Context: an optimization exercise on an open-source flow, tuned for small area, a short achievable clock period and few clock cycles per item. The choices shown serve that exercise and are no tape-out recipe.
In this exercise RTL edits were held to simulation tests only and were not proved equivalent to the original.

Setup of run A:
==> flow/design.v <==
package wupd_pkg;
    localparam int NUM_TAPS   = 8;
    localparam int ERR_W      = 14;
    localparam int REF_W      = 14;
    localparam int WEIGHT_W   = 16;
    localparam int PROD_W     = 28;
    localparam int NORM_W     = 32;
    localparam int NORM_SHIFT = 10;
    localparam int QUOT_W     = 27;
    typedef logic signed [ERR_W-1:0]    err_t;
    typedef logic signed [REF_W-1:0]    ref_t;
    typedef logic signed [WEIGHT_W-1:0] weight_t;
    typedef logic signed [PROD_W-1:0]   prod_t;
    typedef logic signed [NORM_W-1:0]   norm_t;
    typedef logic [$clog2(NUM_TAPS)-1:0] tap_idx_t;
    typedef ref_t    [NUM_TAPS-1:0] ref_vec_t;
    typedef weight_t [NUM_TAPS-1:0] weight_vec_t;
    typedef struct packed
    {
        prod_t   prod;       
        weight_t weight;     
    } div_req_t;
    typedef enum logic [1:0]
    {
        S_IDLE,
        S_MULT,
        S_DIV,
        S_WAIT
    } seq_state_t;
endpackage
`timescale 1ns/10ps
module weight_update_top
(
    input  logic                  clk,
    input  logic                  rstn,
    input  logic                  start,
    input  wupd_pkg::err_t        e,
    input  wupd_pkg::ref_vec_t    ref_vec,
    input  wupd_pkg::norm_t       n,
    output wupd_pkg::weight_vec_t weights,
    output logic                  busy,
    output logic                  done
);
    localparam int K  = 4;               
    localparam int NW = 26;              
    localparam int DW = 21;              
    localparam int XW = 18;              
    localparam int NI = (XW - 2) / K;    
    localparam int CW = NI - 1;          
    localparam int TW = 20;              
    logic       accept;
    logic [3:0] ft;          
    logic       pv;          
    logic       dv;          
    logic       dtl;         
    logic [CW-1:0] cnt;        
    logic       wbv;         
    logic       wbl;         
    logic       dlast;
    logic       dload;
    logic       p_en;
    logic [CW-1:0] ld_cnt;      
    assign accept = start && !busy;
    assign dlast  = dv && !cnt[0];
    assign dload  = pv && (!dv || dlast);
    assign p_en   = busy && !done && (!pv || dload) && !ft[3];
    always_ff @(posedge clk or negedge rstn)
    begin
        if (!rstn)
        begin
            busy <= 1'b0;
            done <= 1'b0;
            ft   <= '0;
            pv   <= 1'b0;
            dv   <= 1'b0;
            dtl  <= 1'b0;
            cnt  <= '0;
            wbv  <= 1'b0;
            wbl  <= 1'b0;
        end
        else
        begin
            done <= wbv && wbl;
            if (accept)
                busy <= 1'b1;
            else if (done)
                busy <= 1'b0;
            if (wbv && wbl)
                ft <= '0;
            else if (p_en)
                ft <= ft + 1'b1;
            if (p_en)
                pv <= 1'b1;
            else if (dload)
                pv <= 1'b0;
            if (dload)
            begin
                dv  <= 1'b1;
                dtl <= ft[3];
                cnt <= ld_cnt;
            end
            else if (dlast)
                dv <= 1'b0;
            else if (dv)
                cnt <= cnt >> 1;
            wbv <= dlast;
            wbl <= dlast && dtl;
        end
    end
    logic [3:0]    ft_nx;
    logic [13:0]   r_sel;
    logic [8*14-1:0] ref_flat;
    logic          se;
    logic          sr;
    logic [12:0]   ex;
    logic [12:0]   rx;
    logic [12:0]   ex_q;
    logic          se_q;
    logic [15:0]   ph_q;     
    logic [12:0]   rx_q;
    logic          sr_q;
    logic [DW-1:0] d_q;
    logic          dok_q;
    logic [TW-1:0] tm_q;     
    assign ft_nx    = (wbv && wbl) ? 4'd0 : (ft + 4'(p_en));
    assign ref_flat = ref_vec;
    assign r_sel    = ref_flat[ft_nx[2:0]*14 +: 14];
    assign se       = e[13];
    assign sr       = r_sel[13];
    assign ex       = e[12:0] ^ {13{se}};
    assign rx       = r_sel[12:0] ^ {13{sr}};
    always_ff @(posedge clk)
    begin
        ex_q  <= ex;
        se_q  <= se;
        ph_q  <= {3'b0, ex} * {13'b0, rx[12:10]};
        rx_q  <= rx;
        sr_q  <= sr;
        d_q   <= n[30:10];
        dok_q <= !n[31] && (n[30:10] != '0);
        for (int k = 0; k < TW; k++)
            tm_q[k] <= ((n[30:10] >> (k + 1)) == '0);
    end
    logic [NW-1:0] p_q;
    logic          pneg_q;
    logic          pneg;
    logic [27:0]   prod;
    assign pneg = se_q ^ sr_q;
    assign prod = {2'b0, ph_q, 10'b0}
                + {15'b0, ex_q} * {18'b0, rx_q[9:0]}
                + (se_q ? {15'b0, rx_q} : 28'b0)
                + (sr_q ? {15'b0, ex_q} : 28'b0)
                + {27'b0, se_q & sr_q}
                + {27'b0, pneg};
    always_ff @(posedge clk)
    begin
        if (p_en)
        begin
            p_q    <= prod[NW:1];
            pneg_q <= pneg;
        end
    end
    logic [DW-1:0]       a_q;
    logic [XW-1:0]       x_q;
    logic                dneg_q;
    logic                dsat_q;
    logic [DW-1:0]       a_nx;
    logic [XW-1:0]       x_nx;
    logic [DW-1:0]       a_ld;
    logic [XW-1:0]       x_ld;
    logic                ld_sat;
    logic [DW+XW-1:0]    ax0;
    logic [DW+1:0] d3_q;
    always_ff @(posedge clk)
        d3_q <= {1'b0, d_q, 1'b0} + {2'b0, d_q};
    function automatic logic [DW+XW-1:0] r4_step(input logic [DW+XW-1:0] ax,
                                                  input logic [DW-1:0]    dd,
                                                  input logic [DW+1:0]    dv3);
        logic [DW-1:0] a;
        logic [XW-1:0] x;
        logic [DW+1:0] ash;
        logic [DW+2:0] t1;
        logic [DW+2:0] t2;
        logic [DW+2:0] t3;
        a = ax[DW+XW-1:XW];
        x = ax[XW-1:0];
        ash = {a, x[XW-1 -: 2]};
        t1  = {1'b0, ash} - {3'b0, dd};
        t2  = {1'b0, ash} - {2'b0, dd, 1'b0};
        t3  = {1'b0, ash} - {1'b0, dv3};
        if (!t3[DW+2])
            r4_step = {t3[DW-1:0], x[XW-3:0], 2'd3};
        else if (!t2[DW+2])
            r4_step = {t2[DW-1:0], x[XW-3:0], 2'd2};
        else if (!t1[DW+2])
            r4_step = {t1[DW-1:0], x[XW-3:0], 2'd1};
        else
            r4_step = {ash[DW-1:0], x[XW-3:0], 2'd0};
    endfunction
    always_comb
    begin
        logic ge;
        ld_cnt = '0;
        for (int c = 1; c < NI; c++)
        begin
            ge = 1'b0;
            for (int i = 2 + K * c; i < NW; i++)
                if (i - (2 + K * c) < TW)
                    ge = ge | (p_q[i] & tm_q[i - (2 + K * c)]);
            ld_cnt[c - 1] = ge;
        end
        ld_sat = 1'b0;
        for (int i = XW; i < NW; i++)
            ld_sat = ld_sat | (p_q[i] & tm_q[i - XW]);
    end
    always_comb
    begin
        ax0 = '0;
        for (int c = 0; c < NI; c++)
            if (c == 0 || ld_cnt[c - 1])
                ax0 = (DW+XW)'({{(DW+XW-NW){1'b0}}, p_q} << (XW - 2 - K * (c + 1)));
    end
    assign {a_ld, x_ld} = r4_step(ax0, d_q, d3_q);
    always_comb
    begin
        logic [DW+XW-1:0] ax;
        ax = {a_q, x_q};
        for (int k = 0; k < K / 2; k++)
            ax = r4_step(ax, d_q, d3_q);
        {a_nx, x_nx} = ax;
    end
    always_ff @(posedge clk)
    begin
        if (dload)
        begin
            a_q    <= a_ld;
            x_q    <= x_ld;
            dneg_q <= pneg_q;
            dsat_q <= ld_sat;
        end
        else
        begin
            a_q <= a_nx;
            x_q <= x_nx;
        end
    end
    logic [XW-1:0]       wq_q;
    logic                wneg_q;
    logic                wsat_q;
    logic [8*16-1:0]     ring;
    logic signed [15:0]  w0;
    logic signed [XW+1:0] sum;
    logic [15:0]         wres;
    localparam logic signed [XW+1:0] S_MAX = 32767;
    localparam logic signed [XW+1:0] S_MIN = -32768;
    always_ff @(posedge clk)
    begin
        wq_q   <= x_nx;
        wneg_q <= dneg_q;
        wsat_q <= dsat_q;
    end
    assign w0  = ring[15:0];
    assign sum = wneg_q ? ((XW+2)'(w0) - (XW+2)'({2'b00, wq_q}))
                        : ((XW+2)'(w0) + (XW+2)'({2'b00, wq_q}));
    always_comb
    begin
        if (!dok_q)
            wres = w0;
        else if (wsat_q)
            wres = wneg_q ? 16'h8000 : 16'h7fff;
        else if (sum > S_MAX)
            wres = 16'h7fff;
        else if (sum < S_MIN)
            wres = 16'h8000;
        else
            wres = sum[15:0];
    end
    always_ff @(posedge clk or negedge rstn)
    begin
        if (!rstn)
        begin
            ring <= '0;
        end
        else if (wbv)
        begin
            ring <= {wres, ring[8*16-1:16]};
        end
    end
    assign weights = ring;
endmodule
==> flow/config.mk <==
export PLATFORM = sky130hd
export DESIGN_NAME = weight_update_top
export DESIGN_NICKNAME = weight_update_top
export VERILOG_FILES = /design/flow/design.v
export SDC_FILE = /design/flow/constraint.sdc
export NUM_CORES = 4
export LEC_CHECK = 0
export ABC_AREA = 1
export CAP_MARGIN = 20
export CORE_MARGIN = 2
export CORE_UTILIZATION = 40
export SETUP_SLACK_MARGIN = 5
export SLEW_MARGIN = 20
export TNS_END_PERCENT = 100
==> flow/constraint.sdc <==
create_clock -name core_clock -period 10.0 [get_ports {clk}]
set_input_delay 2.0000 -clock core_clock [delete_from_list [all_inputs] [get_ports {clk}]]
set_output_delay 2.0000 -clock core_clock [all_outputs]
set_load 0.01 [all_outputs]
run.sh (not shown) runs the stock make flow with config.mk's settings and CLKGATE_MAP_FILE= SYNTH_SCRIPT=/design/flow/synth_recipe.tcl, a recipe that flattens the netlist after the stock synthesis.
Testbench counts of run A, summed over its fixed seeds: cycles 5,932, updates 384.
[inputs] run C vs run A
--- a/flow/design.v
+++ b/flow/design.v
@@ -46,7 +46,7 @@
     localparam int DW = 21;              
     localparam int XW = 18;              
     localparam int NI = (XW - 2) / K;    
-    localparam int CW = NI - 1;          
+    localparam int CW = $clog2(NI);
     localparam int TW = 20;              
     logic       accept;
     logic [3:0] ft;          
@@ -61,7 +61,7 @@
     logic       p_en;
     logic [CW-1:0] ld_cnt;      
     assign accept = start && !busy;
-    assign dlast  = dv && !cnt[0];
+    assign dlast  = dv && (cnt == '0);
     assign dload  = pv && (!dv || dlast);
     assign p_en   = busy && !done && (!pv || dload) && !ft[3];
     always_ff @(posedge clk or negedge rstn)
@@ -102,7 +102,7 @@
             else if (dlast)
                 dv <= 1'b0;
             else if (dv)
-                cnt <= cnt >> 1;
+                cnt <= cnt - 1'b1;
             wbv <= dlast;
             wbl <= dlast && dtl;
         end
@@ -207,7 +207,8 @@
             for (int i = 2 + K * c; i < NW; i++)
                 if (i - (2 + K * c) < TW)
                     ge = ge | (p_q[i] & tm_q[i - (2 + K * c)]);
-            ld_cnt[c - 1] = ge;
+            if (ge)
+                ld_cnt = CW'(c);
         end
         ld_sat = 1'b0;
         for (int i = XW; i < NW; i++)
@@ -217,7 +218,7 @@
     begin
         ax0 = '0;
         for (int c = 0; c < NI; c++)
-            if (c == 0 || ld_cnt[c - 1])
+            if (ld_cnt == CW'(c))
                 ax0 = (DW+XW)'({{(DW+XW-NW){1'b0}}, p_q} << (XW - 2 - K * (c + 1)));
     end
     assign {a_ld, x_ld} = r4_step(ax0, d_q, d3_q);
--- outcome ---
- As of run C, sum of routed wire length over all layers had risen by a few percent compared to run A.
- Between run C and run A, the post-detailed-placement half-perimeter wirelength figures differ only marginally.
- Starting density of the core in run C vs run A: down 0.31 points
- When run C is set beside run A, its fraction of synthesis flops using an asynchronous set or reset pin turns out to be 0.17 points smaller.
- Run C against run A: maximum frequency now smaller, net count after synthesis now smaller, setup slack now smaller, global routing usage on met2 now larger.
- Run C vs. run A: proportion of cell area spent on the clock network went down by 0.25 points.
- Relative to run A, run C degrades design area.
- Comparing final cycle utilization of the critical path for run A and run C, the bigger number came from run C.
Testbench counts of run C, summed over its fixed seeds: cycles 5,932, updates 384.

afterwards: timing with drivers on the ports:
How much do the figures lean on ideal ports? The routed layouts below were timed once more, with nothing changed but the port constraints.
Step 1 (the two cells are an assumption about what drives the block):
set clk [get_ports {clk}]
set_driving_cell -lib_cell sky130_fd_sc_hd__clkbuf_16 $clk
set_driving_cell -lib_cell sky130_fd_sc_hd__buf_2 [delete_from_list [all_inputs] $clk]
Step 2 moves the port delays by t, midway between the first and last clock arrival at a register: inputs arrive t later, outputs are due t later. That takes back most of the time a late clock gives input paths.
a / b / c = ideal / step 1 / step 2; a / b = the first two.
run	t, ns	setup slack, ns	clock arrival spread, ns	worst data-port slew with drivers (ns)
run A	0.644	4.903 / 4.903 / 4.349	0.035 / 0.034	0.07
run C	0.630	4.456 / 4.456 / 4.011	0.035 / 0.034	0.13
After both steps setup and hold are still met in every run listed. The setup slack of run A, which loses most, moves by 0.000 ns with the drivers and by -0.554 ns with both steps.
